Context: an optimization exercise on an open-source flow, tuned for small area. The choices shown serve that exercise and are no tape-out recipe. The RTL was checked by simulation tests, not by an equivalence proof against the original design.

==> flow/design.v, too long to show whole: its modules and the start of the top module <==
// module sidRegs: 75 lines
// module sidVoice: 54 lines
// module sidEnvelope: 123 lines
// module sidMixer: 1205 lines
// module sidTop: 79 lines
module sidTop (
  input  logic            clk,
  input  logic            arstN,
  input  logic            clkEn,         
  input  logic            we,
  input  sidPkg::regAddrT addr,
  input  sidPkg::regDataT dataW,
  output sidPkg::regDataT dataR,
  output sidPkg::sampleT  audioOut
);
  // ...
==> flow/run.sh <==
#!/bin/bash
# synth_recipe.tcl (not shown) runs the flow's synth.tcl, then flattens the netlist and writes it again
# the make line also repeats each setting of config.mk as NAME=value (left out here)
make -C /OpenROAD-flow-scripts/flow DESIGN_CONFIG=/design/flow/config.mk WORK_HOME=/design/flow/orfs CLKGATE_MAP_FILE= SYNTH_SCRIPT=/design/flow/synth_recipe.tcl finish
==> flow/config.mk <==
export PLATFORM = sky130hd
export DESIGN_NAME = sidTop
export DESIGN_NICKNAME = sidTop
export VERILOG_FILES = /design/flow/design.v
export SDC_FILE = /design/flow/constraint.sdc
export NUM_CORES = 4
export LEC_CHECK = 0
export CAP_MARGIN = 20
export CORE_MARGIN = 2
export CORE_UTILIZATION = 60
export CTS_BUF_LIST = sky130_fd_sc_hd__clkbuf_4
export SLEW_MARGIN = 20
==> flow/constraint.sdc <==
create_clock -name core_clock -period 9.0 [get_ports {clk}]
set_input_delay 1.8000 -clock core_clock [delete_from_list [all_inputs] [get_ports {clk}]]
set_output_delay 1.8000 -clock core_clock [all_outputs]
set_load 0.01 [all_outputs]
==> results.sh, run 1 <==
export IMPL_detail_route_wl_per_cell_um=18.9
export IMPL_dp_final_hpwl_um=58000
export IMPL_grt_overflow_total=0
export IMPL_cts_max_path_buffers=3
export IMPL_finClkSkew_ns=0.0829
export IMPL_min_to="iMixer.clipDly[15]"
export IMPL_layout_commonest_cell="dfrtp_1"
export IMPL_outcome="timing/DRC/antenna clean"
export IMPL_core_area_um2=53700
export IMPL_synthSimpleGateAreaFrac=0.177
export IMPL_syn_area_um2=32500
export IMPL_drcViolationCount=0
export IMPL_nNetsFinal=3793
export IMPL_top_usage_layer="met2"
export IMPL_drt_iter0_drc=1418
export IMPL_top_regs="genVoice.iVoice.acc x72, genVoice.iEnv.prescale x48, iRegs.freq x48"
export IMPL_synthTopCellsByArea="dfrtp_1 31%, fa_1 20%, mux2_2 5.5%, inv_1 4.3%, ha_1 4.2%"
export IMPL_worstPathMaxFanout=6
export IMPL_drive_above_1_share=0.123
export IMPL_io_pins=41
export IMPL_grt_setup_unrepaired="no"
export IMPL_grt_pass1_vias=25100
export IMPL_worstPathArrival_ns=9.06
export IMPL_wl_met3_um=4260
export IMPL_initial_utilization=0.606
==> inputs of run 2 (changes only) <==
==> flow/flow/run.sh (new file) <==
#!/bin/bash
# Own layout flow: the standard synthesis, then full adders flipped to drop
# the inverters between them (flow/faflip.py), then the standard layout with
# clock tree synthesis told not to add dummy loads.
set -euo pipefail
R=$PWD/orfs/results/$FLOW_PLATFORM/sidTop/base

bash standard.sh "$R/1_2_yosys.v" > synth.log 2>&1
python3 flow/faflip.py "$R/1_2_yosys.v" "$R/1_2_yosys_flip.v" > faflip.log 2>&1
cp "$R/1_2_yosys.v" "$R/1_2_yosys_orig.v"
cp "$R/1_2_yosys_flip.v" "$R/1_2_yosys.v"

CTS="-sink_clustering_enable -repair_clock_nets -dont_use_dummy_load -buf_list sky130_fd_sc_hd__clkbuf_4"
bash standard.sh "CTS_ARGS=$CTS" finish > layout.log 2>&1
==> flow/flow/faflip.py (new file) <==
"""Flip full adders (invert all inputs and outputs, which a full adder allows)
to remove inverters between them.  Reads and writes a flat Yosys netlist."""
import re, sys, collections

OUTPINS = {'X', 'Y', 'Q', 'Q_N', 'SUM', 'COUT', 'HI', 'LO'}


def parse(text):
    m = re.search(r'^module\s+(\S+)\s*\((.*?)\);', text, re.S | re.M)
    head_end = m.end()
    body_end = text.rindex('endmodule')
    body = text[head_end:body_end]
    insts = []
    other = []
    pos = 0
    inst_re = re.compile(r'^\s*(sky130_fd_sc_hd__\w+)\s+(\S+)\s*\((.*?)\);\s*$', re.S | re.M)
    for im in inst_re.finditer(body):
        other.append(body[pos:im.start()])
        pos = im.end()
        pins = [(p, n.strip()) for p, n in re.findall(r'\.(\w+)\(([^()]*)\)', im.group(3))]
        insts.append([im.group(1), im.group(2), pins])
    other.append(body[pos:])
    return text[:head_end], insts, ''.join(other), text[body_end:]


def esc(n):
    # an escaped identifier ends at white space
    return n + ' ' if n.startswith('\\') else n


def main(src, dst):
    text = open(src).read()
    head, insts, rest, tail = parse(text)
    ports = set()
    for d in re.findall(r'^\s*(?:input|output|inout)\s+(?:\[[^\]]*\]\s*)?([^;]+);', head + rest, re.M):
        for n in d.split(','):
            ports.add(n.strip())
    # nets that appear in assign statements are left alone
    assigned = set()
    for a in re.findall(r'assign\s+(.*?);', rest, re.S):
        for tok in re.findall(r'\\?[\w\[\]\.$]+', a):
            assigned.add(tok)

    def portlike(n):
        base = n.split('[')[0].strip()
        return base in ports or n in ports or n in assigned or base in assigned or n.startswith("1'")

    driver = {}
    for i, (typ, name, pins) in enumerate(insts):
        for p, n in pins:
            if p in OUTPINS:
                driver[n] = (i, p)
    # collapsible inverters: input and output both internal nets
    inv_of = {}     # output net -> input net
    for i, (typ, name, pins) in enumerate(insts):
        if '__inv_' in typ:
            d = dict(pins)
            if not portlike(d['Y']) and not portlike(d['A']):
                inv_of[d['Y']] = (d['A'], i)

    def root(n):
        par = 0
        while n in inv_of:
            n = inv_of[n][0]
            par ^= 1
        return n, par

    fa = [i for i, (t, _, _) in enumerate(insts) if '__fa_' in t]
    fa_set = set(fa)
    flip = {i: 0 for i in fa}
    # consumers: (inst, pin, root, parity)
    cons = collections.defaultdict(list)
    for i, (typ, name, pins) in enumerate(insts):
        if '__inv_' in typ and dict(pins)['Y'] in inv_of:
            continue
        for p, n in pins:
            if p in OUTPINS:
                continue
            r, par = root(n)
            cons[r].append((i, p, par))
    # roots that are driven by an FA output
    def avail(r):
        d = driver.get(r)
        if d and d[0] in fa_set:
            return flip[d[0]]
        return 0

    def cost_root(r):
        a = avail(r)
        for (i, p, par) in cons[r]:
            need = par ^ (flip[i] if i in fa_set else 0)
            if need != a:
                return 1
        return 0

    fa_roots = collections.defaultdict(set)
    for r, lst in cons.items():
        for (i, p, par) in lst:
            if i in fa_set:
                fa_roots[i].add(r)
    for i in fa:
        for p, n in insts[i][2]:
            if p in OUTPINS:
                fa_roots[i].add(n)
    before = sum(cost_root(r) for r in cons)
    changed = True
    it = 0
    while changed and it < 50:
        changed = False
        it += 1
        for i in fa:
            rs = fa_roots[i]
            c0 = sum(cost_root(r) for r in rs)
            flip[i] ^= 1
            c1 = sum(cost_root(r) for r in rs)
            if c1 < c0:
                changed = True
            else:
                flip[i] ^= 1
    after = sum(cost_root(r) for r in cons)
    old_invs = sum(1 for (t, _, _) in insts if '__inv_' in t)
    kept_invs = old_invs - len(inv_of)
    print(f"inverters: {old_invs} total, {len(inv_of)} collapsible; "
          f"needed before {before}, after {after}; flipped {sum(flip.values())} of {len(fa)} FAs",
          file=sys.stderr)
    if dst is None:
        return
    # rewrite: drop collapsible inverters, insert one inverter per root that needs one
    neg_net = {}
    new_insts = []
    decls = []
    k = 0
    for r in cons:
        a = avail(r)
        for (i, p, par) in cons[r]:
            need = par ^ (flip[i] if i in fa_set else 0)
            if need != a and r not in neg_net:
                nn = f"_fainv{k}_"
                k += 1
                neg_net[r] = nn
                decls.append(f"  wire {nn};")
                new_insts.append(["sky130_fd_sc_hd__inv_1", f"_fainvc{k}_", [("A", r), ("Y", nn)]])
    out = []
    for i, (typ, name, pins) in enumerate(insts):
        if '__inv_' in typ and dict(pins)['Y'] in inv_of:
            continue
        npins = []
        for p, n in pins:
            if p in OUTPINS:
                npins.append((p, n))
                continue
            r, par = root(n)
            need = par ^ (flip[i] if i in fa_set else 0)
            npins.append((p, r if need == avail(r) else neg_net[r]))
        out.append([typ, name, npins])
    out += new_insts
    lines = []
    for typ, name, pins in out:
        lines.append(f"  {typ} {name} (\n" + ",\n".join(f"    .{p}({esc(n)})" for p, n in pins) + "\n  );")
    text2 = head + "\n" + "\n".join(decls) + rest + "\n" + "\n".join(lines) + "\n" + tail
    open(dst, 'w').write(text2)


if __name__ == '__main__':
    main(sys.argv[1], sys.argv[2] if len(sys.argv) > 2 else None)
==> flow/standard.sh (new file) <==
#!/bin/bash
# synth_recipe.tcl (not shown) runs the flow's synth.tcl, then flattens the netlist and writes it again
# the make line also repeats each setting of config.mk as NAME=value (left out here)
make -C /OpenROAD-flow-scripts/flow DESIGN_CONFIG=/design/flow/config.mk WORK_HOME=/design/flow/orfs CLKGATE_MAP_FILE= SYNTH_SCRIPT=/design/flow/synth_recipe.tcl "${@:-finish}"
removed: flow/run.sh
==> run 2 against run 1 <==
  * Die area fell by 1.6%
  * Register-to-register slack better by 0.04 ns
  * Largest cell class unchanged
  * Critical path depth is 1 higher
  * Via count fell by 2.2%
  * Critical path type unchanged
==> results.sh, run 2 <==
export IMPL_grtUsageTotal=0.288
export IMPL_post_cts_resized=0
export IMPL_cts_made_buffers=107
export IMPL_r2r_end="iMixer.clipReg[3]"
export IMPL_worst_setup_path_end_kind="flop"
export IMPL_drcViolationCount=0
export IMPL_postRouteAntennaNets=0
export IMPL_detail_route_wl_per_cell_um=19.8
export IMPL_finalHoldViolCount=0
export IMPL_viasPerCell=5.97
export IMPL_grt_pass1_vias=24200
export IMPL_worstRegToRegCells=23
export IMPL_core_area_um2=52700
export IMPL_gr_usage_met2=0.470
export IMPL_top_usage_layer="met2"
export IMPL_io_pins=41
export IMPL_critPathKind="in -> reg"
export IMPL_finClkSkew_ns=0.135
export IMPL_hold_ws_ns=0.315
export IMPL_dr_pass1_iters=5
export IMPL_drt_iter0_drc=1669
export IMPL_worst_slew_pin_slew_ns=1.11
export IMPL_routabilityCongestion=0.912
export IMPL_syn2layout_area_growth_pct=6.02
export IMPL_grt_setup_unrepaired="no"
export IMPL_r2r_start="genVoice[1].iEnv.env[4]"
export IMPL_fp_dieH_um=235
export IMPL_grt_overflow_total=0
export IMPL_post_cts_buffers=0
export IMPL_ctsHoldBuffers=0
export IMPL_nNetsFinal=3667
export IMPL_initial_utilization=0.608
export IMPL_largest_register="genVoice.iVoice.acc"
export IMPL_crit_start="clkEn"
export IMPL_dp_cells=3791
export IMPL_grt_pass1_wl_um=127000
export IMPL_gr_usage_met3=0.0586
export IMPL_cts_htree_levels=3
export IMPL_largest_reg_flops=72
export IMPL_rows=84
export IMPL_clkTransAtPathRegs_ns=0.06
export IMPL_worstPathArrival_ns=9.18
export IMPL_worst_hold_path_type="reg -> reg"
export IMPL_avgSynthCellArea_um2=10.1
export IMPL_portBuffers=40
export IMPL_outcome="timing/DRC/antenna clean"
export IMPL_final_max_slew_viol_count=0
export IMPL_die_w_um=235
export IMPL_ctsRootBufferMaster="clkbuf_4"
export IMPL_fin_cells=3906
export IMPL_relSlewSlack=0.259
export IMPL_grt_antenna_before_repair=5
export IMPL_drv_cap=0
export IMPL_stdcell_area_um2=33900
export IMPL_top_regs="genVoice.iVoice.acc x72, genVoice.iEnv.prescale x48, iRegs.freq x48"
export IMPL_worstPathMaxFanout=10
export IMPL_synth_warning_count=4
export IMPL_cts_max_path_buffers=3
export IMPL_syn_inst=3174
export IMPL_finalCritPeriodShare=0.932
export IMPL_fmax_mhz=119
export IMPL_tritoncts="built"
export IMPL_reg2reg_slack_ns=0.71
export IMPL_worstPathRequired_ns=9.80
export IMPL_syn_nets=3629
export IMPL_layout_commonest_cell="dfrtp_1"
export IMPL_start_kind="input pin"
export IMPL_finalCriticalPeriod_ns=8.39
export IMPL_crit_path_end="genVoice[2].iVoice.acc[23]"
export IMPL_setup_violations=0
export IMPL_clk_latency_ns=0.92
export IMPL_syn_area_um2=32000
export IMPL_place_area_um2=33100
export IMPL_die_area_um2=55200
export IMPL_met1_usage=0.384
export IMPL_drive_above_1_share=0.119
export IMPL_clock_sinks=397
export IMPL_grt_max_degree=157
export IMPL_dp_final_hpwl_um=58000
export IMPL_vias=23300
export IMPL_wl_um=77500
export IMPL_mostFrequentLayoutCells="397 x dfrtp_1, 330 x fa_1, 293 x nand2_1"
-- run 2: per-layer routing --
layer	share of wire	vias to the layer above
met5	0.00010	-
met4	0.033	2
met3	0.062	156
met2	0.47	736
met1	0.43	11700
li1	-	10700
-- run 2: critical path, stage by stage --
cell and delay, ns:
buf_2 0.10, buf_12 0.14, and2_1 0.15, ha_1 0.18
fa_1 0.20, fa_1 0.18, inv_1 0.05, fa_1 0.41
fa_1 0.43, fa_1 0.43, fa_1 0.44, fa_1 0.46
fa_1 0.45, fa_1 0.43, fa_1 0.43, fa_1 0.43
fa_1 0.43, fa_1 0.43, fa_1 0.40, inv_1 0.08
fa_1 0.19, and3_1 0.20, nand2_1 0.09, nor2_1 0.20
nand4_1 0.14, xor2_1 0.16, nor2_1 0.12
-- run 2: metrics by stage --
step	setup TNS (ns)	worst slack [ns]	utilization
floorplan	0	0.0308	-
global placement	-1.20	-0.202	0.628
detailed placement	-2.52	-0.272	0.628
CTS	0	0.632	0.644
global route	0	0.353	0.644
finish	0	0.613	0.644
-- run 2: cell type report --
cell class	instances	area, um^2
Multi-Input combinational cell	2362	20500
Fill cell	4252	18700
Sequential cell	397	9930
Timing Repair Buffer	106	926
Inverter	238	898
Tap cell	688	861
Clock buffer	107	803
Antenna cell	8	20.0
-- run 2: worst min path at each step --
stage,startpoint,to,slack (ns),depth (start not counted)
6_report,iRegs.gate[0],genVoice[0].iEnv.gateDly,0.31,0
5_1_grt,iRegs.gate[0],genVoice[0].iEnv.gateDly,0.31,0
4_1_cts,iRegs.gate[0],genVoice[0].iEnv.gateDly,0.30,0
3_5_place_dp,iMixer.clipReg[8],iMixer.clipDly[8],0.34,0
3_3_place_gp,iMixer.clipReg[13],iMixer.clipDly[13],0.33,0
2_1_floorplan,iMixer.clipReg[0],iMixer.clipDly[0],0.33,0
==> inputs of run 3 (changes only) <==
==> flow/flow/run.sh (replaced) <==
#!/bin/bash
# Own layout flow: the standard synthesis, then a polarity clean-up of its
# netlist (flow/faflip.py: full adders and simple gates built in whichever
# polarity leaves the fewest inverters; registers untouched), then the
# standard layout with clock tree synthesis told not to add dummy loads.
set -euo pipefail
R=$PWD/orfs/results/$FLOW_PLATFORM/sidTop/base
LIB=$FLOW_HOME/platforms/$FLOW_PLATFORM/lib/sky130_fd_sc_hd__tt_025C_1v80.lib

bash standard.sh "$R/1_2_yosys.v" > synth.log 2>&1
cp "$R/1_2_yosys.v" "$R/1_2_yosys_orig.v"
python3 flow/faflip.py "$LIB" "$R/1_2_yosys_orig.v" "$R/1_2_yosys_flip.v" > faflip.log 2>&1
cp "$R/1_2_yosys_flip.v" "$R/1_2_yosys.v"

CTS="-sink_clustering_enable -repair_clock_nets -dont_use_dummy_load -buf_list sky130_fd_sc_hd__clkbuf_8 -sink_clustering_size 20 -sink_clustering_max_diameter 60"
bash standard.sh "CTS_ARGS=$CTS" finish > layout.log 2>&1
==> flow/flow/faflip.py (replaced) <==
"""Netlist polarity clean-up after the standard synthesis.

A full adder with all three inputs inverted gives both outputs inverted, and
many simple gates have a complementary cell with the same inputs (and2 and
nand2, a21o and a21oi, ...).  Yosys's full-adder extraction leaves many
inverters between adders; this chooses, per full adder and per simple gate,
which polarity to build so that the fewest inverters (by cell area) remain.
Registers and all other cells are left exactly as they are.

usage: faflip.py LIBERTY IN.v OUT.v
"""
import re, sys, collections, random
sys.path.insert(0, __import__('os').path.dirname(__file__))
import libinfo

INV_CELL = 'sky130_fd_sc_hd__inv_1'


def esc(n):
    # an escaped identifier ends at white space
    return n + ' ' if n.startswith('\\') else n


def parse(text):
    m = re.search(r'^module\s+(\S+)\s*\((.*?)\);', text, re.S | re.M)
    head_end = m.end()
    body_end = text.rindex('endmodule')
    body = text[head_end:body_end]
    insts = []
    other = []
    pos = 0
    inst_re = re.compile(r'^\s*(sky130_fd_sc_hd__\w+)\s+(\S+)\s*\((.*?)\);\s*$', re.S | re.M)
    for im in inst_re.finditer(body):
        other.append(body[pos:im.start()])
        pos = im.end()
        pins = [(p, n.strip()) for p, n in re.findall(r'\.(\w+)\(([^()]*)\)', im.group(3))]
        insts.append([im.group(1), im.group(2), pins])
    other.append(body[pos:])
    return text[:head_end], insts, ''.join(other), text[body_end:]


def main(libpath, src, dst):
    cells = libinfo.parse(libpath)
    comp = libinfo.complements(cells)
    area = {n: (c['area'] or 0.0) for n, c in cells.items()}
    outs = {n: set(c['out']) for n, c in cells.items()}
    text = open(src).read()
    head, insts, rest, tail = parse(text)
    ports = set()
    for d in re.findall(r'^\s*(?:input|output|inout)\s+(?:\[[^\]]*\]\s*)?([^;]+);', head + rest, re.M):
        for n in d.split(','):
            ports.add(n.strip())
    assigned = set()
    for a in re.findall(r'assign\s+(.*?);', rest, re.S):
        for tok in re.findall(r'\\?[\w\[\]\.$]+', a):
            assigned.add(tok)

    def portlike(n):
        base = n.split('[')[0].strip()
        return base in ports or n in ports or n in assigned or base in assigned or n.startswith("1'")

    def is_out(typ, p):
        return p in outs.get(typ, ())

    driver = {}
    for i, (typ, name, pins) in enumerate(insts):
        for p, n in pins:
            if is_out(typ, p):
                driver[n] = (i, p)
    # inverters and plain buffers between internal nets are folded away
    fold = {}     # output net -> (input net, parity)
    for i, (typ, name, pins) in enumerate(insts):
        short = typ.split('__')[1]
        if re.match(r'(inv|clkinv)_\d+$', short) or re.match(r'(buf|clkbuf)_\d+$', short):
            d = dict(pins)
            y = d.get('Y', d.get('X'))
            if y is not None and not portlike(y) and not portlike(d['A']):
                fold[y] = (d['A'], 1 if 'inv' in short else 0)

    def root(n):
        par = 0
        while n in fold:
            n, p = fold[n]
            par ^= p
        return n, par

    fa = [i for i, (t, _, _) in enumerate(insts) if re.search(r'__fa_\d+$', t)]
    fa_set = set(fa)
    # simple gates that may be swapped for their complement: only those whose
    # output is an internal net
    gates = []
    for i, (typ, name, pins) in enumerate(insts):
        if typ in comp and i not in fa_set:
            (o,) = outs[typ]
            onet = dict(pins)[o]
            if not portlike(onet):
                gates.append(i)
    gate_set = set(gates)
    gdelta = {i: area[comp[insts[i][0]]] - area[insts[i][0]] for i in gates}
    flip = {i: 0 for i in fa + gates}
    folded_cells = set()
    for i, (typ, name, pins) in enumerate(insts):
        d = dict(pins)
        y = d.get('Y', d.get('X'))
        if y in fold and len(pins) == 2:
            folded_cells.add(i)
    cons = collections.defaultdict(list)
    for i, (typ, name, pins) in enumerate(insts):
        if i in folded_cells:
            continue
        for p, n in pins:
            if is_out(typ, p):
                continue
            r, par = root(n)
            cons[r].append((i, p, par))
    # outputs of kept cells that nothing reads still count as roots
    inv_area = area[INV_CELL]

    def avail(r):
        d = driver.get(r)
        if d and (d[0] in fa_set or d[0] in gate_set) and d[0] not in folded_cells:
            return flip[d[0]]
        return 0

    def need_of(i, par):
        return par ^ (flip[i] if i in fa_set else 0)

    def cost_root(r):
        a = avail(r)
        for (i, p, par) in cons[r]:
            if need_of(i, par) != a:
                return inv_area
        return 0.0

    touch = collections.defaultdict(set)
    for r, lst in cons.items():
        for (i, p, par) in lst:
            if i in fa_set:
                touch[i].add(r)
    for i in fa + gates:
        for p, n in insts[i][2]:
            if is_out(insts[i][0], p):
                touch[i].add(n)

    def local(i):
        return sum(cost_root(r) for r in touch[i]) + (gdelta[i] if (i in gate_set and flip[i]) else 0.0)

    def total():
        return sum(cost_root(r) for r in cons) + sum(gdelta[i] for i in gates if flip[i])

    before = total()
    nodes = fa + gates

    def descend(order):
        changed = True
        while changed:
            changed = False
            for i in order:
                c0 = local(i)
                flip[i] ^= 1
                if local(i) < c0 - 1e-9:
                    changed = True
                else:
                    flip[i] ^= 1

    rng = random.Random(1)
    order = list(nodes)
    descend(order)
    best = total()
    best_flip = dict(flip)
    for _ in range(300):
        for i in rng.sample(nodes, max(1, len(nodes) // 40)):
            flip[i] ^= 1
        rng.shuffle(order)
        descend(order)
        c = total()
        if c <= best + 1e-9:
            best = c
            best_flip = dict(flip)
        else:
            flip.clear()
            flip.update(best_flip)
    flip.clear()
    flip.update(best_flip)
    after = total()
    folded_area = sum(area[insts[i][0]] for i in folded_cells)
    print(f"folded {len(folded_cells)} inverters/buffers ({folded_area:.1f} um2); "
          f"inverter+swap cost before {before:.1f}, after {after:.1f}; "
          f"flipped {sum(flip[i] for i in fa)} of {len(fa)} adders, "
          f"{sum(flip[i] for i in gates)} of {len(gates)} gates")
    # rewrite
    neg_net = {}
    new_insts = []
    decls = []
    k = 0
    for r in cons:
        a = avail(r)
        if any(need_of(i, par) != a for (i, p, par) in cons[r]):
            nn = f"_pfix{k}_"
            neg_net[r] = nn
            decls.append(f"  wire {nn};")
            new_insts.append([INV_CELL, f"_pfixc{k}_", [("A", r), ("Y", nn)]])
            k += 1
    out = []
    for i, (typ, name, pins) in enumerate(insts):
        if i in folded_cells:
            continue
        npins = []
        ntyp = typ
        if i in gate_set and flip[i]:
            ntyp = comp[typ]
            (o_old,) = outs[typ]
            (o_new,) = outs[ntyp]
        for p, n in pins:
            if is_out(typ, p):
                if ntyp != typ and p == o_old:
                    p = o_new
                npins.append((p, n))
                continue
            r, par = root(n)
            npins.append((p, r if need_of(i, par) == avail(r) else neg_net[r]))
        out.append([ntyp, name, npins])
    out += new_insts
    lines = []
    for typ, name, pins in out:
        lines.append(f"  {typ} {name} (\n" + ",\n".join(f"    .{p}({esc(n)})" for p, n in pins) + "\n  );")
    open(dst, 'w').write(head + "\n" + "\n".join(decls) + rest + "\n" + "\n".join(lines) + "\n" + tail)


if __name__ == '__main__':
    main(sys.argv[1], sys.argv[2], sys.argv[3])
==> flow/flow/libinfo.py (new file) <==
"""Cell areas, pins and output functions from a liberty file, and pairs of
cells that compute each other's complement from the same input pins."""
import re, itertools


def parse(path):
    cells = {}
    cur = None
    pin = None
    depth = 0
    stack = []
    for line in open(path):
        s = line.strip()
        m = re.match(r'cell \("?([\w]+)"?\)\s*\{', s)
        if m:
            cur = {'name': m.group(1), 'area': None, 'in': [], 'out': {}, 'ff': False}
            cells[cur['name']] = cur
            stack.append('cell')
            continue
        m = re.match(r'pin \("?(\w+)"?\)\s*\{', s)
        if m and cur is not None:
            pin = {'name': m.group(1), 'dir': None, 'func': None}
            stack.append(('pin', pin))
            continue
        if s.endswith('{'):
            if re.match(r'(ff|latch|statetable)\b', s) and cur is not None:
                cur['ff'] = True
            stack.append('x')
            continue
        if s.startswith('}'):
            if stack:
                top = stack.pop()
                if isinstance(top, tuple) and cur is not None:
                    p = top[1]
                    if p['dir'] == 'input':
                        cur['in'].append(p['name'])
                    elif p['dir'] == 'output':
                        cur['out'][p['name']] = p['func']
                if top == 'cell':
                    cur = None
            continue
        if cur is None:
            continue
        m = re.match(r'area\s*:\s*([\d.]+)', s)
        if m and cur['area'] is None and stack and stack[-1] == 'cell':
            cur['area'] = float(m.group(1))
        if stack and isinstance(stack[-1], tuple):
            p = stack[-1][1]
            m = re.match(r'direction\s*:\s*"?(\w+)"?', s)
            if m:
                p['dir'] = m.group(1)
            m = re.match(r'function\s*:\s*"([^"]*)"', s)
            if m:
                p['func'] = m.group(1)
    return cells


def evalf(func, env):
    e = func.replace('!', ' not ').replace('&', ' and ').replace('|', ' or ').replace('^', ' != ')
    for k in sorted(env, key=len, reverse=True):
        e = re.sub(r'\b%s\b' % k, str(bool(env[k])), e)
    return bool(eval(e))


def table(cell):
    (o, f), = cell['out'].items()
    ins = sorted(cell['in'])
    return tuple(evalf(f, dict(zip(ins, bits))) for bits in itertools.product([0, 1], repeat=len(ins)))


def complements(cells, prefix='sky130_fd_sc_hd__'):
    simple = {}
    for n, c in cells.items():
        if c['ff'] or len(c['out']) != 1 or not c['in'] or c['area'] is None:
            continue
        (o, f), = c['out'].items()
        if f is None or len(c['in']) > 5:
            continue
        if any(x in n for x in ('lpflow', 'probe', 'clk', 'dly', 'buf', 'inv')):
            continue
        try:
            simple[n] = (tuple(sorted(c['in'])), table(c))
        except Exception:
            continue
    by = {}
    for n, (ins, t) in simple.items():
        by.setdefault((ins, t), []).append(n)
    pairs = {}
    for n, (ins, t) in simple.items():
        comp = tuple(not x for x in t)
        cands = by.get((ins, comp), [])
        if cands:
            # same drive strength suffix if possible, else smallest area
            suf = n.rsplit('_', 1)[-1]
            same = [c for c in cands if c.rsplit('_', 1)[-1] == suf]
            pool = same or cands
            pairs[n] = min(pool, key=lambda c: cells[c]['area'])
    return pairs


if __name__ == '__main__':
    import sys
    cells = parse(sys.argv[1])
    p = complements(cells)
    for a in sorted(p):
        b = p[a]
        print(a, cells[a]['area'], list(cells[a]['out'])[0], '->', b, cells[b]['area'], list(cells[b]['out'])[0])
==> run 3 against run 2 <==
  * Still clean
  * Core utilization increased by 0.66 points
  * Non-clock buffer count increased by 3
  * Synthesized area decreased by 2.5%
  * Hold slack gained 0.040 ns
  * Worst setup slack worse by 0.22 ns
  * Global-route usage is 0.80 points higher
  * Cell count shrank 2.6%
  * Critical path depth rose by 3
  * Via count down 1.5%
  * Critical path type unchanged
==> results.sh, run 3 <==
export IMPL_vias=22900
export IMPL_critPathKind="in -> reg"
export IMPL_finalCritPeriodShare=0.957
export IMPL_r2r_end="iMixer.clipReg[14]"
export IMPL_final_max_slew_viol_count=0
export IMPL_detail_route_wl_per_cell_um=20.3
export IMPL_viasPerCell=6.03
export IMPL_finClkSkew_ns=0.0959
export IMPL_dp_final_hpwl_um=56900
export IMPL_grt_antenna_before_repair=1
export IMPL_largest_register="genVoice.iVoice.acc"
export IMPL_start_kind="input pin"
export IMPL_finalHoldViolCount=0
export IMPL_syn_inst=2992
export IMPL_final_core_utilization=0.651
export IMPL_grtUsageTotal=0.296
export IMPL_postRouteAntennaNets=0
export IMPL_nNetsFinal=3580
export IMPL_pre_cts_slack_ns=-0.290
export IMPL_drt_iter0_drc=1534
export IMPL_drcViolationCount=0
export IMPL_die_w_um=232
export IMPL_tns_ns=0
export IMPL_stdcell_area_um2=33500
export IMPL_clkTransAtPathRegs_ns=0.09
export IMPL_avgSynthCellArea_um2=10.4
export IMPL_crit_start="addr[4]"
export IMPL_r2r_start="genVoice[1].iEnv.env[6]"
export IMPL_drv_cap=0
export IMPL_worst_hold_path_type="reg -> reg"
export IMPL_wl_um=77000
export IMPL_reg2reg_slack_ns=0.78
export IMPL_crit_top_cell="fa_1"
export IMPL_ctsRootBufferMaster="clkbuf_8"
export IMPL_worstPathRequired_ns=9.52
export IMPL_ctsHoldBuffers=0
export IMPL_outcome="timing/DRC/antenna clean"
export IMPL_io_pins=41
export IMPL_syn_nets=3447
export IMPL_grt_pass1_vias=23700
export IMPL_place_area_um2=32900
export IMPL_top_regs="genVoice.iVoice.acc x72, genVoice.iEnv.prescale x48, iRegs.freq x48"
export IMPL_slowest_delay_ns=0.49
export IMPL_synth_warning_count=4
export IMPL_grt_setup_unrepaired="no"
export IMPL_cts_htree_levels=2
export IMPL_relSlewSlack=0.219
export IMPL_worstRegToRegCells=21
export IMPL_cp_slowest_cell="clkdlybuf4s50_1"
export IMPL_dr_pass1_iters=6
export IMPL_fmax_mhz=116
export IMPL_fillers=4215
export IMPL_setup_violations=0
export IMPL_syn2layout_area_growth_pct=7.28
export IMPL_clock_sinks=397
export IMPL_grt_pass1_wl_um=126000
export IMPL_worst_setup_path_end_kind="flop"
export IMPL_clk_latency_ns=0.64
export IMPL_crit_path_end="iMixer.clipReg[14]"
export IMPL_portBuffers=40
export IMPL_core_area_um2=51400
export IMPL_cts_max_path_buffers=3
export IMPL_worst_slew_pin_slew_ns=1.17
export IMPL_drive_above_1_share=0.100
export IMPL_syn_area_um2=31200
export IMPL_worstPathArrival_ns=9.12
export IMPL_rows=83
export IMPL_die_area_um2=53800
export IMPL_initial_utilization=0.607
export IMPL_layout_commonest_cell="dfrtp_1"
export IMPL_fin_ws_ns=0.391
export IMPL_largest_reg_flops=72
export IMPL_worstPathMaxFanout=11
export IMPL_antennaDiodeCount=0
export IMPL_tritoncts="built"
export IMPL_finalCriticalPeriod_ns=8.61
export IMPL_grt_max_degree=178
export IMPL_grt_overflow_total=0
export IMPL_cts_made_buffers=37
export IMPL_routabilityCongestion=0.910
export IMPL_fp_dieH_um=232
export IMPL_mostFrequentLayoutCells="397 x dfrtp_1, 330 x fa_1, 314 x nand2_1"
==> run 3: worst max-delay path: cells and delay by family <==
family / cells / cell delay (ns)
AO/OA/AOI/OAI: 9 / 1.96
AND/OR/NAND/NOR: 5 / 0.92
adder cells (fa/ha/maj): 7 / 2.99
buffers and inverters: 9 / 1.43
==> run 3: routing by layer <==
| metal | vias to the layer above | track usage | share of wire | wire [um] |
|---|---|---|---|---|
| met5 | - | 0 | 0 | 0 |
| met4 | 0 | 0.0946 | 0.032 | 2460 |
| met3 | 144 | 0.0486 | 0.062 | 4810 |
| met2 | 672 | 0.486 | 0.47 | 36400 |
| met1 | 11600 | 0.405 | 0.43 | 33300 |
| li1 | 10500 | - | - | - |
==> run 3: worst min-delay path by stage <==
stage                               to                from  slack (ns)  cells past startpoint
finish              iMixer.clipDly[11]  iMixer.clipReg[11]        0.35                      0
global route         iMixer.clipDly[9]   iMixer.clipReg[9]        0.36                      0
CTS                 iMixer.clipDly[11]  iMixer.clipReg[11]        0.36                      0
detailed placement  iMixer.clipDly[11]  iMixer.clipReg[11]        0.34                      0
global placement     iMixer.clipDly[3]   iMixer.clipReg[3]        0.33                      0
floorplan            iMixer.clipDly[0]   iMixer.clipReg[0]        0.33                      0
==> run 3: area by class of cell <==
class                      instances  area (um^2)  share of cell area
inverter                         218          818              0.0245
multi-input combinational       2362        20400               0.610
clock buffer                      37          509              0.0152
tap                              680          851              0.0254
sequential                       397         9930               0.297
timing repair buffer             109          938              0.0280
==> run 3: per-stage QoR <==
step | std cells | hold WS [ns]
floorplan | 2992 | 0.331
global placement | 3765 | 0.332
detailed placement | 3766 | 0.336
CTS | 3803 | 0.357
global route | 3803 | 0.360
finish | 3803 | 0.354
==> run 3: repair_timing <==
action	CTS	global route
endpoints found under the hold margin	0	0
setup buffers	0	0
gates resized for setup	0	1
endpoints found under the setup margin	0	1
==> inputs of run 4 (changes only) <==
--- a/flow/flow/run.sh
+++ b/flow/flow/run.sh
@@ -12,5 +12,5 @@
 python3 flow/faflip.py "$LIB" "$R/1_2_yosys_orig.v" "$R/1_2_yosys_flip.v" > faflip.log 2>&1
 cp "$R/1_2_yosys_flip.v" "$R/1_2_yosys.v"
 
-CTS="-sink_clustering_enable -repair_clock_nets -dont_use_dummy_load -buf_list sky130_fd_sc_hd__clkbuf_8 -sink_clustering_size 20 -sink_clustering_max_diameter 60"
+CTS="-sink_clustering_enable -repair_clock_nets -dont_use_dummy_load -buf_list sky130_fd_sc_hd__clkbuf_4"
 bash standard.sh "CTS_ARGS=$CTS" finish > layout.log 2>&1
==> run 4 against run 3 <==
  * Synthesized cell count unchanged
  * Sequential cell count unchanged
  * Synthesized area unchanged
  * Count of clock-buffer cells in the layout increased by 71
  * Critical path depth decreased by 4
  * Die area unchanged
  * Final area increased by 0.93%
  * Sequential share of layout area decreased by 0.27 points
  * Highest routed layer unchanged
==> results.sh, run 4 <==
export IMPL_outcome="timing/DRC/antenna clean"
export IMPL_nNetsFinal=3651
export IMPL_worstPathMaxFanout=6
export IMPL_mostFrequentLayoutCells="397 x dfrtp_1, 330 x fa_1, 314 x nand2_1"
export IMPL_cts_made_buffers=108
export IMPL_cp_slowest_cell="fa_1"
export IMPL_crit_buf_inv=5
export IMPL_syn2layout_area_growth_pct=8.28
export IMPL_grt_max_degree=178
export IMPL_clk_latency_ns=0.91
export IMPL_rows=83
export IMPL_drive_above_1_share=0.120
export IMPL_gr_usage_met3=0.0624
export IMPL_portBuffers=40
export IMPL_vias=23400
export IMPL_io_pins=41
export IMPL_syn_inst=2992
export IMPL_postRouteAntennaNets=0
export IMPL_grt_antenna_before_repair=3
export IMPL_slowest_delay_ns=0.45
export IMPL_die_w_um=232
export IMPL_ctsRootBufferMaster="clkbuf_4"
export IMPL_initial_utilization=0.607
export IMPL_largest_register="genVoice.iVoice.acc"
export IMPL_viasPerCell=6.02
export IMPL_fin_cells=3879
export IMPL_dp_cells=3766
export IMPL_met1_usage=0.403
export IMPL_tritoncts="built"
export IMPL_drcViolationCount=0
export IMPL_grt_overflow_total=0
export IMPL_final_core_utilization=0.657
export IMPL_drt_iter0_drc=1507
export IMPL_start_kind="input pin"
export IMPL_dr_pass1_iters=6
export IMPL_detail_route_wl_per_cell_um=20.0
export IMPL_grt_pass1_wl_um=127000
export IMPL_fmax_mhz=119
export IMPL_crit_top_cell="fa_1"
export IMPL_drv_cap=0
export IMPL_clkTransAtPathRegs_ns=0.06
export IMPL_critPathTopFamily="adder cells"
export IMPL_layout_commonest_cell="dfrtp_1"
export IMPL_worst_slew_pin_slew_ns=1.15
export IMPL_dp_final_hpwl_um=56900
export IMPL_relSlewSlack=0.231
export IMPL_die_area_um2=53800
export IMPL_gr_usage_met2=0.489
export IMPL_grt_setup_unrepaired="no"
export IMPL_core_area_um2=51400
export IMPL_finalCritPeriodShare=0.931
export IMPL_fp_dieH_um=232
export IMPL_avgSynthCellArea_um2=10.4
export IMPL_reg2reg_slack_ns=0.71
export IMPL_cts_max_path_buffers=3
export IMPL_wl_um=77700
export IMPL_finClkSkew_ns=0.134
export IMPL_finalCriticalPeriod_ns=8.38
export IMPL_cts_htree_levels=3
export IMPL_finalHoldViolCount=0
export IMPL_worst_hold_path_type="reg -> reg"
export IMPL_worst_setup_path_end_kind="flop"
export IMPL_routabilityCongestion=0.910
export IMPL_ctsHoldBuffers=0
export IMPL_syn_area_um2=31200
export IMPL_post_cts_buffers=0
export IMPL_syn_nets=3447
export IMPL_grt_pass1_vias=24300
export IMPL_worstPathArrival_ns=9.09
export IMPL_critPathKind="in -> reg"
export IMPL_largest_reg_flops=72
export IMPL_worstPathRequired_ns=9.71
export IMPL_top_regs="genVoice.iVoice.acc x72, genVoice.iEnv.prescale x48, iRegs.freq x48"
export IMPL_synth_warning_count=4
export IMPL_final_max_slew_viol_count=0
export IMPL_top_usage_layer="met2"
export IMPL_setup_violations=0
export IMPL_post_cts_resized=0
export IMPL_grtUsageTotal=0.301
export IMPL_clock_sinks=397
-- run 4: cell types whose count changed in the layout (fill, tap and decap cells not counted) --
cell      before  now
clkbuf_8      37    0
buf_2          4    5
diode_2        0    5
clkbuf_4       1  108
-- run 4: final cells by class --
class | instances | area [um^2]
Multi-Input combinational cell | 2362 | 20400
Inverter | 218 | 818
Tap cell | 680 | 851
Sequential cell | 397 | 9930
Antenna cell | 5 | 12.5
Clock buffer | 108 | 811
Fill cell | 4241 | 17600
Timing Repair Buffer | 109 | 936
-- run 4: final timing paths --
path | startpoint | end | cells after the start
worst max-delay path | clkEn | genVoice[1].iVoice.acc[20] | 26
worst min-delay path | iMixer.clipReg[15] | iMixer.clipDly[15] | 0
worst max register to register | genVoice[0].iEnv.env[2] | iMixer.clipReg[5] | 21
worst min register to register | iMixer.clipReg[15] | iMixer.clipDly[15] | 0
max in group asynchronous | arstN | genVoice[1].iVoice.acc[0] | 2
min in group asynchronous | arstN | iRegs.sustain[3] | 1
-- run 4: worst register-to-register path, stage by stage (launching register included) --
cell,delay (ns)
dfrtp_1,0.82
and2_1,0.26
fa_1,0.44
fa_1,0.47
fa_1,0.48
fa_1,0.51
fa_1,0.54
fa_1,0.56
fa_1,0.43
fa_1,0.40
fa_1,0.42
fa_1,0.39
fa_1,0.38
ha_1,0.33
and4_1,0.18
a21oi_1,0.28
a21oi_1,0.15
a41o_1,0.29
or4_1,0.40
nand3_1,0.15
buf_12,0.14
o21ai_0,0.09
-- run 4: per-stage QoR --
| step | setup TNS (ns) | hold WS (ns) | worst slack, ns | instance area [um^2] |
|---|---|---|---|---|
| floorplan | 0 | 0.331 | 0.0749 | 31200 |
| detailed placement | -3.64 | 0.336 | -0.290 | 32900 |
| finish | 0 | 0.346 | 0.619 | 33800 |
| global route | 0 | 0.352 | 0.300 | 33800 |
| global placement | -1.74 | 0.332 | -0.211 | 32900 |
| CTS | 0 | 0.349 | 0.608 | 33700 |
-- run 4: layer usage --
metal,wire length [um],share of wire
met5,0,0
met4,2380,0.031
met3,5460,0.070
met2,37000,0.48
met1,32900,0.42
==> inputs of run 5 (changes only) <==
==> flow/flow/run.sh (replaced) <==
#!/bin/bash
# Own layout flow:
#  1. the standard synthesis (standard.sh), unchanged;
#  2. its combinational logic re-mapped for area with ABC (flow/remap.ys);
#     registers, full/half adders and tie cells are kept as they are;
#  3. a polarity clean-up (flow/faflip.py): full adders and simple gates
#     built in whichever polarity leaves the fewest inverters;
#  4. the standard layout from floorplan on, with clock tree synthesis told
#     not to add dummy loads.
set -euo pipefail
R=$PWD/orfs/results/$FLOW_PLATFORM/sidTop/base
LIB=$FLOW_HOME/platforms/$FLOW_PLATFORM/lib/sky130_fd_sc_hd__tt_025C_1v80.lib
YOSYS=$FLOW_HOME/../tools/install/yosys/bin/yosys
[[ -x $YOSYS ]] || YOSYS=yosys
PERIOD_PS=$(python3 -c "print(int(round(float('$FLOW_PERIOD_NS') * 1000)))")

bash standard.sh "$R/1_2_yosys.v" > synth.log 2>&1
cp "$R/1_2_yosys.v" "$R/1_2_yosys_std.v"

printf 'set_driving_cell sky130_fd_sc_hd__buf_1\nset_load 5\n' > remap.constr
KEEP=$(grep -oE "sky130_fd_sc_hd__(df|fa_|ha_|conb|edf|sdf|dl)[A-Za-z0-9_]*" "$R/1_2_yosys_std.v" | sort -u | tr '\n' ' ')
# the platform's don't-use cells (low-power and probe cells) stay out of the mapping
DONTUSE=$(grep -oE 'cell \("?sky130_fd_sc_hd__(lpflow|probe)[A-Za-z0-9_]*' "$LIB" | sed -E 's/cell \("?/-dont_use /' | sort -u | tr '\n' ' ')
sed -e "s|{LIB}|$LIB|g" -e "s|{DONTUSE}|$DONTUSE|" -e "s|{KEEP}|$KEEP|" -e "s|{IN}|$R/1_2_yosys_std.v|" \
    -e "s|{TOP}|$FLOW_TOP|" -e "s|{SCRIPT}|$PWD/flow/area.abc|" -e "s|{CONSTR}|$PWD/remap.constr|" \
    -e "s|{PERIOD_PS}|$PERIOD_PS|" -e "s|{OUT}|$R/1_2_yosys_remap.v|" -e "s|{STAT}|$PWD/remap_stat.txt|" \
    flow/remap.ys > remap.ys
$YOSYS -q -l remap.log -s remap.ys > remap.out 2>&1

python3 flow/faflip.py "$LIB" "$R/1_2_yosys_remap.v" "$R/1_2_yosys_flip.v" > faflip.log 2>&1
cp "$R/1_2_yosys_flip.v" "$R/1_2_yosys.v"

CTS="-sink_clustering_enable -repair_clock_nets -dont_use_dummy_load -buf_list sky130_fd_sc_hd__clkbuf_4"
bash standard.sh "CTS_ARGS=$CTS" finish > layout.log 2>&1
==> flow/flow/area.abc (new file) <==
strash
dc2
dch -f
amap
topo
==> flow/flow/remap.ys (new file) <==
# Re-map the combinational logic of the standard synthesis netlist for area.
# Registers, full/half adders and tie cells stay exactly as they are (kept as
# black boxes); everything between them goes through ABC again.
read_liberty -ignore_miss_func {LIB}
blackbox {KEEP}
read_verilog {IN}
hierarchy -top {TOP}
flatten
opt_clean
abc -script {SCRIPT} -liberty {LIB} {DONTUSE} -constr {CONSTR} -D {PERIOD_PS}
opt_clean -purge
hilomap -singleton -hicell sky130_fd_sc_hd__conb_1 HI -locell sky130_fd_sc_hd__conb_1 LO
write_verilog -noattr -nohex -nodec {OUT}
tee -o {STAT} stat -liberty {LIB}
==> run 5 against run 4 <==
  * Hold slack lost 0.015 ns
  * Count of clock-buffer cells in the layout shrank 3
  * Sequential share of layout area increased by 2.3 points
  * Critical path depth grew 15
  * Global-route usage rose by 2.3 points
==> results.sh, run 5 <==
export IMPL_outcome="timing/DRC/antenna clean"
export IMPL_largest_reg_flops=72
export IMPL_viasPerCell=6.10
export IMPL_relSlewSlack=0.246
export IMPL_drt_iter0_drc=2244
export IMPL_vias=23700
export IMPL_syn_inst=3027
export IMPL_mostFrequentLayoutCells="613 x nor2_1, 397 x dfrtp_1, 391 x inv_1"
export IMPL_drcViolationCount=0
export IMPL_initial_utilization=0.610
export IMPL_grt_setup_unrepaired="no"
export IMPL_grt_pass1_vias=23800
export IMPL_postRouteAntennaNets=0
export IMPL_worstPathRequired_ns=9.64
export IMPL_start_kind="input pin"
export IMPL_core_area_um2=46800
export IMPL_grt_pass1_wl_um=125000
export IMPL_nNetsFinal=3733
export IMPL_syn_nets=3482
export IMPL_worstPathMaxFanout=14
export IMPL_cts_made_buffers=105
export IMPL_grt_max_degree=140
export IMPL_cts_max_path_buffers=3
export IMPL_fillers=3839
export IMPL_drive_above_1_share=0.0678
export IMPL_critPathKind="in -> reg"
export IMPL_synth_warning_count=4
export IMPL_detail_route_wl_per_cell_um=20.1
export IMPL_worst_hold_path_type="reg -> reg"
export IMPL_ctsHoldBuffers=0
export IMPL_worst_slew_pin_slew_ns=1.12
export IMPL_crit_top_cell="nand2_1"
export IMPL_rows=79
export IMPL_pre_cts_slack_ns=-0.583
export IMPL_ctsRootBufferMaster="clkbuf_4"
export IMPL_stdcell_area_um2=31400
export IMPL_tritoncts="built"
export IMPL_worstPathArrival_ns=9.18
export IMPL_place_area_um2=30500
export IMPL_syn2layout_area_growth_pct=9.92
export IMPL_fmax_mhz=117
export IMPL_setup_violations=0
export IMPL_clkTransAtPathRegs_ns=0.06
export IMPL_portBuffers=40
export IMPL_finClkSkew_ns=0.133
export IMPL_avgSynthCellArea_um2=9.43
export IMPL_dp_final_hpwl_um=58800
export IMPL_routabilityCongestion=0.997
export IMPL_fp_dieH_um=222
export IMPL_wl_um=78000
export IMPL_final_core_utilization=0.671
export IMPL_cts_htree_levels=3
export IMPL_layout_commonest_cell="nor2_1"
export IMPL_fin_ws_ns=0.465
export IMPL_slowest_delay_ns=0.48
export IMPL_final_max_slew_viol_count=0
export IMPL_cp_slowest_cell="fa_1"
export IMPL_dr_pass1_iters=6
export IMPL_die_w_um=222
export IMPL_top_regs="genVoice.iVoice.acc x72, genVoice.iEnv.prescale x48, iRegs.freq x48"
export IMPL_finalHoldViolCount=0
export IMPL_io_pins=41
export IMPL_grt_antenna_before_repair=2
export IMPL_syn_area_um2=28500
export IMPL_grtUsageTotal=0.324
export IMPL_finalCritPeriodShare=0.948
export IMPL_worst_setup_path_end_kind="flop"
export IMPL_largest_register="genVoice.iVoice.acc"
export IMPL_clock_sinks=397
export IMPL_die_area_um2=49300
export IMPL_finalCriticalPeriod_ns=8.53
export IMPL_clk_latency_ns=0.89
export IMPL_grt_overflow_total=0
export IMPL_drv_cap=0
==> run 5: area by class of cell <==
cell class | count | area [um^2] | share of cell area
Antenna cell | 2 | 5.00 | 0.000160
Clock buffer | 105 | 788 | 0.0251
Inverter | 405 | 1530 | 0.0486
Multi-Input combinational cell | 2226 | 17100 | 0.547
Sequential cell | 397 | 9930 | 0.317
Tap cell | 607 | 759 | 0.0242
Timing Repair Buffer | 143 | 1210 | 0.0387
==> run 5: path summary, 6_finish.rpt <==
kind | from | endpoint | slack (ns) | cells after the start
min | iMixer.clipReg[9] | iMixer.clipDly[9] | 0.33 | 0
min reg2reg | iMixer.clipReg[9] | iMixer.clipDly[9] | 0.33 | 0
min in group asynchronous | arstN | iMixer.audioOut[7] | 1.06 | 1
max in group asynchronous | arstN | genVoice[1].iEnv.state[1] | 6.47 | 2
max reg2reg | genVoice[0].iEnv.env[3] | iMixer.clipReg[6] | 0.62 | 36
max | addr[0] | iMixer.clipReg[6] | 0.47 | 41
==> run 5: layer usage <==
layer | up-vias | global-route usage | part of all wire
met3 | 209 | 0.0758 | 0.093
met5 | - | 0 | 0
met2 | 1061 | 0.495 | 0.46
met1 | 11700 | 0.460 | 0.42
met4 | 0 | 0.110 | 0.033
li1 | 10700 | - | -
==> run 5: timing repair <==
item / in CTS / in global routing
setup endpoints to repair: 0 / 17
resized for setup: 0 / 8
setup buffers: 0 / 2
==> run 5: per-stage QoR <==
step                instances  hold slack [ns]  setup TNS [ns]
floorplan                3027            0.331               0
global placement         3774            0.335           -6.72
detailed placement       3775            0.336          -13.13
CTS                      3880            0.324               0
global route             3885            0.326               0
finish                   3885            0.331               0
==> run 5: critical path: cells and delay by family <==
family | cells | cell delay (ns)
adder cells (fa/ha/maj) | 7 | 2.91
AND/OR/NAND/NOR | 22 | 2.60
buffers and inverters | 8 | 1.12
AO/OA/AOI/OAI | 4 | 0.73
==> inputs of run 6 (changes only) <==
--- a/flow/flow/run.sh
+++ b/flow/flow/run.sh
@@ -2,7 +2,7 @@
 # Own layout flow:
 #  1. the standard synthesis (standard.sh), unchanged;
 #  2. its combinational logic re-mapped for area with ABC (flow/remap.ys);
-#     registers, full/half adders and tie cells are kept as they are;
+#     registers, full adders and tie cells are kept as they are;
 #  3. a polarity clean-up (flow/faflip.py): full adders and simple gates
 #     built in whichever polarity leaves the fewest inverters;
 #  4. the standard layout from floorplan on, with clock tree synthesis told
@@ -18,7 +18,7 @@
 cp "$R/1_2_yosys.v" "$R/1_2_yosys_std.v"
 
 printf 'set_driving_cell sky130_fd_sc_hd__buf_1\nset_load 5\n' > remap.constr
-KEEP=$(grep -oE "sky130_fd_sc_hd__(df|fa_|ha_|conb|edf|sdf|dl)[A-Za-z0-9_]*" "$R/1_2_yosys_std.v" | sort -u | tr '\n' ' ')
+KEEP=$(grep -oE "sky130_fd_sc_hd__(df|fa_|conb|edf|sdf|dl)[A-Za-z0-9_]*" "$R/1_2_yosys_std.v" | sort -u | tr '\n' ' ')
 # the platform's don't-use cells (low-power and probe cells) stay out of the mapping
 DONTUSE=$(grep -oE 'cell \("?sky130_fd_sc_hd__(lpflow|probe)[A-Za-z0-9_]*' "$LIB" | sed -E 's/cell \("?/-dont_use /' | sort -u | tr '\n' ' ')
 sed -e "s|{LIB}|$LIB|g" -e "s|{DONTUSE}|$DONTUSE|" -e "s|{KEEP}|$KEEP|" -e "s|{IN}|$R/1_2_yosys_std.v|" \
==> flow/flow/area.abc (replaced) <==
strash
dc2
dch -f
amap
strash
dch -f
amap
topo
--- a/flow/flow/remap.ys
+++ b/flow/flow/remap.ys
@@ -1,5 +1,5 @@
 # Re-map the combinational logic of the standard synthesis netlist for area.
-# Registers, full/half adders and tie cells stay exactly as they are (kept as
+# Registers, full adders and tie cells stay exactly as they are (kept as
 # black boxes); everything between them goes through ABC again.
 read_liberty -ignore_miss_func {LIB}
 blackbox {KEEP}
--- a/flow/config.mk
+++ b/flow/config.mk
@@ -9,4 +9,5 @@
 export CORE_MARGIN = 2
 export CORE_UTILIZATION = 60
 export CTS_BUF_LIST = sky130_fd_sc_hd__clkbuf_4
+export GPL_TIMING_DRIVEN = 0
 export SLEW_MARGIN = 20
==> run 6 against run 5 <==
  * First-iteration DRC count is 10% lower
  * Critical path type unchanged
  * Hold slack improved by 0.0066 ns
  * Register-to-register slack worse by 0.07 ns
  * Largest cell class unchanged
  * Core utilization fell by 0.50 points
==> results.sh, run 6 <==
export IMPL_outcome="timing/DRC/antenna clean"
export IMPL_worst_setup_path_end_kind="flop"
export IMPL_detail_route_wl_per_cell_um=19.9
export IMPL_r2r_start="genVoice[0].iEnv.env[5]"
export IMPL_min_from="iMixer.clipReg[4]"
export IMPL_largest_register="genVoice.iVoice.acc"
export IMPL_slowest_delay_ns=0.44
export IMPL_hold_depth=0
export IMPL_syn_nets=3361
export IMPL_worst_hold_path_type="reg -> reg"
export IMPL_dr_pass1_iters=6
export IMPL_syn2layout_area_growth_pct=9.60
export IMPL_tritoncts="built"
export IMPL_drcViolationCount=0
export IMPL_place_area_um2=28900
export IMPL_pre_cts_slack_ns=-2.69
export IMPL_clock_sinks=397
export IMPL_syn_area_um2=27500
export IMPL_ctsHoldBuffers=0
export IMPL_finalHoldViolCount=0
export IMPL_die_area_um2=47600
export IMPL_fin_ws_ns=0.320
export IMPL_finClkSkew_ns=0.122
export IMPL_grtUsageTotal=0.329
export IMPL_finalCritPeriodShare=0.964
export IMPL_r2r_end="iMixer.clipReg[3]"
export IMPL_start_kind="input pin"
export IMPL_worstPathMaxFanout=18
export IMPL_crit_top_cell="fa_1"
export IMPL_initial_utilization=0.608
export IMPL_dp_cells=3661
export IMPL_worst_slew_pin_slew_ns=1.10
export IMPL_dp_final_hpwl_um=54600
export IMPL_fp_dieH_um=218
export IMPL_viasPerCell=6.09
export IMPL_reg2reg_slack_ns=0.55
export IMPL_drive_above_1_share=0.0674
export IMPL_synth_warning_count=4
export IMPL_syn_inst=3014
export IMPL_drt_iter0_drc=2015
export IMPL_finalCriticalPeriod_ns=8.68
export IMPL_cts_htree_levels=3
export IMPL_worstRegToRegCells=29
export IMPL_setup_violations=0
export IMPL_cts_max_path_buffers=3
export IMPL_portBuffers=40
export IMPL_grt_pass1_vias=23200
export IMPL_clkTransAtPathRegs_ns=0.06
export IMPL_fmax_mhz=115
export IMPL_stdcell_area_um2=30200
export IMPL_clk_latency_ns=0.89
export IMPL_mostFrequentLayoutCells="674 x nor2_1, 390 x dfrtp_1, 354 x inv_1"
export IMPL_grt_overflow_total=0
export IMPL_grt_pass1_wl_um=122000
export IMPL_critPathKind="in -> reg"
export IMPL_drv_cap=0
export IMPL_ctsRootBufferMaster="clkbuf_4"
export IMPL_nNetsFinal=3552
export IMPL_min_to="iMixer.clipDly[4]"
export IMPL_fin_cells=3804
export IMPL_relSlewSlack=0.266
export IMPL_wl_um=75700
export IMPL_top_regs="genVoice.iVoice.acc x72, genVoice.iEnv.prescale x48, iRegs.freq x48"
export IMPL_avgSynthCellArea_um2=9.13
export IMPL_vias=23100
export IMPL_grt_max_degree=100
export IMPL_grt_antenna_before_repair=1
export IMPL_layout_commonest_cell="nor2_1"
export IMPL_io_pins=41
export IMPL_final_max_slew_viol_count=0
export IMPL_routabilityCongestion=0.969
export IMPL_postRouteAntennaNets=0
export IMPL_cp_slowest_cell="fa_1"
export IMPL_worstPathRequired_ns=9.78
export IMPL_largest_reg_flops=72
export IMPL_die_w_um=218
export IMPL_worstPathArrival_ns=9.46
export IMPL_rows=78
export IMPL_core_area_um2=45300
export IMPL_cts_made_buffers=106
==> run 6: layout make-up <==
| class | instances | area (um^2) |
|---|---|---|
| fillers | 3702 | 15100 |
| multi-input cells | 2243 | 16400 |
| diodes | 1 | 2.50 |
| inverters | 376 | 1470 |
| clock buffers | 106 | 796 |
| flip-flops and latches | 397 | 9940 |
| repair inverters | 1 | 5.00 |
| repair buffers | 80 | 840 |
| well taps | 600 | 751 |
==> run 6: worst max-delay path: cells and delay by family <==
family	cells	cell delay (ns)
adder cells (fa/ha/maj)	15	5.69
AND/OR/NAND/NOR	8	1.03
buffers and inverters	5	0.61
AO/OA/AOI/OAI	1	0.28
==> run 6: what timing repair did <==
item / CTS / global route
setup buffers: 0 / 30
cloned: 2 / 2
gates resized for setup: 20 / 65
pin swaps: 0 / 3
setup endpoints to repair: 28 / 25
endpoints found under the hold margin: 0 / 0
==> run 6: per-layer routing <==
layer,GRT usage,vias to the layer above,wire length [um]
met5,0,-,0
met4,0.124,0,2380
met3,0.0653,174,5880
met2,0.513,1000,35900
met1,0.460,11400,31600
li1,-,10600,-
==> run 6: worst max path at each step <==
| stage | start | to |
|---|---|---|
| after floorplan | we | iMixer.clipReg[0] |
| after global placement | arstN | genVoice[1].iEnv.prescale[7] |
| final | clkEn | genVoice[2].iVoice.acc[23] |
| after CTS | clkEn | genVoice[1].iVoice.acc[23] |
| after global routing | clkEn | genVoice[2].iVoice.acc[23] |
| after detailed placement | we | iMixer.clipReg[5] |
==> run 6: metrics by stage <==
stage | TNS (ns) | hold WS [ns] | util
global placement | -4384.97 | 0.335 | 0.633
detailed placement | -63.59 | 0.336 | 0.638
finish | 0 | 0.338 | 0.666
floorplan | 0 | 0.331 | -
global route | -0.0226 | 0.342 | 0.666
CTS | 0 | 0.340 | 0.657
==> inputs of run 7 (changes only) <==
--- a/flow/config.mk
+++ b/flow/config.mk
@@ -9,5 +9,4 @@
 export CORE_MARGIN = 2
 export CORE_UTILIZATION = 60
 export CTS_BUF_LIST = sky130_fd_sc_hd__clkbuf_4
-export GPL_TIMING_DRIVEN = 0
 export SLEW_MARGIN = 20
==> run 7 against run 6 <==
  * Hold slack lost 0.019 ns
  * Worst setup slack gained 0.095 ns
  * Final area grew 0.33%
  * Die area is the same
  * Sequential cell count is the same
  * Count of clock-buffer cells in the layout shrank 2
  * Largest cell class unchanged
==> results.sh, run 7 <==
export IMPL_cp_slowest_cell="fa_1"
export IMPL_drive_above_1_share=0.0679
export IMPL_dp_final_hpwl_um=58300
export IMPL_grt_max_degree=132
export IMPL_finalCritPeriodShare=0.954
export IMPL_detail_route_wl_per_cell_um=20.2
export IMPL_grt_pass1_vias=24100
export IMPL_drcViolationCount=0
export IMPL_vias=23500
export IMPL_min_from="iMixer.clipReg[3]"
export IMPL_clk_latency_ns=0.90
export IMPL_die_w_um=218
export IMPL_crit_top_cell="fa_1"
export IMPL_drv_cap=0
export IMPL_syn_inst=3014
export IMPL_io_pins=41
export IMPL_cts_htree_levels=3
export IMPL_slowest_delay_ns=0.45
export IMPL_synth_warning_count=4
export IMPL_multi_input_area_um2=16200
export IMPL_start_kind="input pin"
export IMPL_hold_depth=0
export IMPL_post_cts_resized=0
export IMPL_post_cts_buffers=0
export IMPL_clock_sinks=397
export IMPL_mostFrequentLayoutCells="686 x nor2_1, 393 x dfrtp_1, 360 x inv_1"
export IMPL_syn_nets=3361
export IMPL_outcome="timing/DRC/antenna clean"
export IMPL_top_regs="genVoice.iVoice.acc x72, genVoice.iEnv.prescale x48, iRegs.freq x48"
export IMPL_ctsRootBufferMaster="clkbuf_4"
export IMPL_wl_um=77900
export IMPL_grtUsageTotal=0.341
export IMPL_grt_antenna_before_repair=2
export IMPL_final_max_slew_viol_count=0
export IMPL_fp_dieH_um=218
export IMPL_fmax_mhz=116
export IMPL_worstPathMaxFanout=10
export IMPL_setup_violations=0
export IMPL_avgSynthCellArea_um2=9.13
export IMPL_largest_register="genVoice.iVoice.acc"
export IMPL_ctsHoldBuffers=0
export IMPL_grt_overflow_total=0
export IMPL_fillers=3742
export IMPL_grt_pass1_wl_um=126000
export IMPL_die_area_um2=47600
export IMPL_syn_area_um2=27500
export IMPL_routabilityCongestion=0.996
export IMPL_critPathKind="in -> reg"
export IMPL_cts_max_path_buffers=3
export IMPL_dr_pass1_iters=6
export IMPL_worstRegToRegCells=28
export IMPL_r2r_end="iMixer.clipReg[10]"
export IMPL_portBuffers=40
export IMPL_cts_made_buffers=104
export IMPL_min_to="iMixer.clipDly[3]"
export IMPL_worst_slew_pin_slew_ns=1.12
export IMPL_postRouteAntennaNets=0
export IMPL_reg2reg_slack_ns=0.70
export IMPL_relSlewSlack=0.250
export IMPL_layout_commonest_cell="nor2_1"
export IMPL_core_area_um2=45300
export IMPL_hold_ws_ns=0.318
export IMPL_worstPathArrival_ns=9.29
export IMPL_finalHoldViolCount=0
export IMPL_worstPathRequired_ns=9.71
export IMPL_worst_hold_path_type="reg -> reg"
export IMPL_finClkSkew_ns=0.171
export IMPL_tritoncts="built"
export IMPL_initial_utilization=0.608
export IMPL_viasPerCell=6.10
export IMPL_drt_iter0_drc=2045
export IMPL_largest_reg_flops=72
export IMPL_syn2layout_area_growth_pct=9.96
export IMPL_finalCriticalPeriod_ns=8.59
export IMPL_nNetsFinal=3602
export IMPL_rows=78
export IMPL_clkTransAtPathRegs_ns=0.07
export IMPL_r2r_start="genVoice[1].iEnv.env[1]"
export IMPL_worst_setup_path_end_kind="flop"
export IMPL_register_area_um2=9940
run 7: stage by stage:
stage / area (um^2) / util / std cells / worst slack (ns) / TNS, ns
final: 30300 / 0.668 / 3859 / 0.415 / 0
after global routing: 30300 / 0.668 / 3858 / -0.00373 / -0.00373
after CTS: 30200 / 0.667 / 3853 / 0.228 / 0
after detailed placement: 29400 / 0.649 / 3749 / -0.558 / -11.95
after global placement: 29400 / 0.649 / 3749 / -0.351 / -7.00
after floorplan: 27500 / - / 3014 / 0.0517 / 0
run 7: area by class of cell:
type | instances | share of cell area
diodes | 6 | 0.000496
clock buffers | 104 | 0.0258
inverters | 376 | 0.0468
multi-input cells | 2241 | 0.536
flip-flops and latches | 397 | 0.329
well taps | 600 | 0.0248
repair buffers | 135 | 0.0372
run 7: worst max-delay path: cells and delay by family:
kind | cells | cell delay (ns)
buffers and inverters | 3 | 0.37
AOI/OAI and AO/OA | 1 | 0.28
adders and majority gates | 15 | 5.86
and+or+nand+nor | 8 | 0.98
run 7: how the worst max path moves through the flow:
stage | depth (start not counted) | from | endpoint | slack [ns]
finish | 27 | clkEn | genVoice[1].iVoice.acc[23] | 0.41
global route | 43 | addr[1] | iMixer.clipReg[12] | -0.004
CTS | 37 | genVoice[0].iVoice.wave[1] | iMixer.clipReg[0] | 0.23
detailed placement | 41 | addr[0] | iMixer.clipReg[0] | -0.56
global placement | 28 | clkEn | genVoice[1].iVoice.acc[23] | -0.35
floorplan | 38 | we | iMixer.clipReg[0] | 0.05
run 7: layer usage:
layer	track usage	up-vias	share of wire
li1	-	10700	-
met1	0.472	11500	0.41
met2	0.538	1099	0.47
met3	0.0713	224	0.086
met4	0.127	0	0.038
met5	0	-	0

-- re-timing with driven ports --
The flow's constraints put no driver on any port. The routed layouts listed below were extracted and timed again, unchanged, in two steps. Step 1 (the two cells are an assumption about what drives the block):
set clk [get_ports {clk}]
set_driving_cell -lib_cell sky130_fd_sc_hd__clkbuf_16 $clk
set_driving_cell -lib_cell sky130_fd_sc_hd__buf_2 [delete_from_list [all_inputs] $clk]
Step 2 moves the port delays by t, midway between the first and last clock arrival at a register: inputs arrive t later, outputs are due t later. That takes back most of the time a late clock gives input paths. a / b / c = ideal ports / drivers / drivers and shift; a / b = the first two.
run	t (ns)	slack for setup (ns)	pins driven straight from the clock port
run 1	0.923	0.626 / 0.652 / -0.271	1
run 2	0.902	0.613 / 0.640 / -0.263	1
run 3	0.663	0.391 / 0.426 / -0.237	1
run 4	0.889	0.619 / 0.644 / -0.245	1
run 5	0.877	0.465 / 0.499 / -0.378	1
run 6	0.886	0.320 / 0.327 / -0.559	1
run 7	0.874	0.415 / 0.445 / -0.429	1
With both steps, setup timing fails in every run listed, where it was met with ideal ports. For run 1, which loses most, drivers alone change the setup slack by +0.026 ns; drivers and shift together by -0.897 ns.
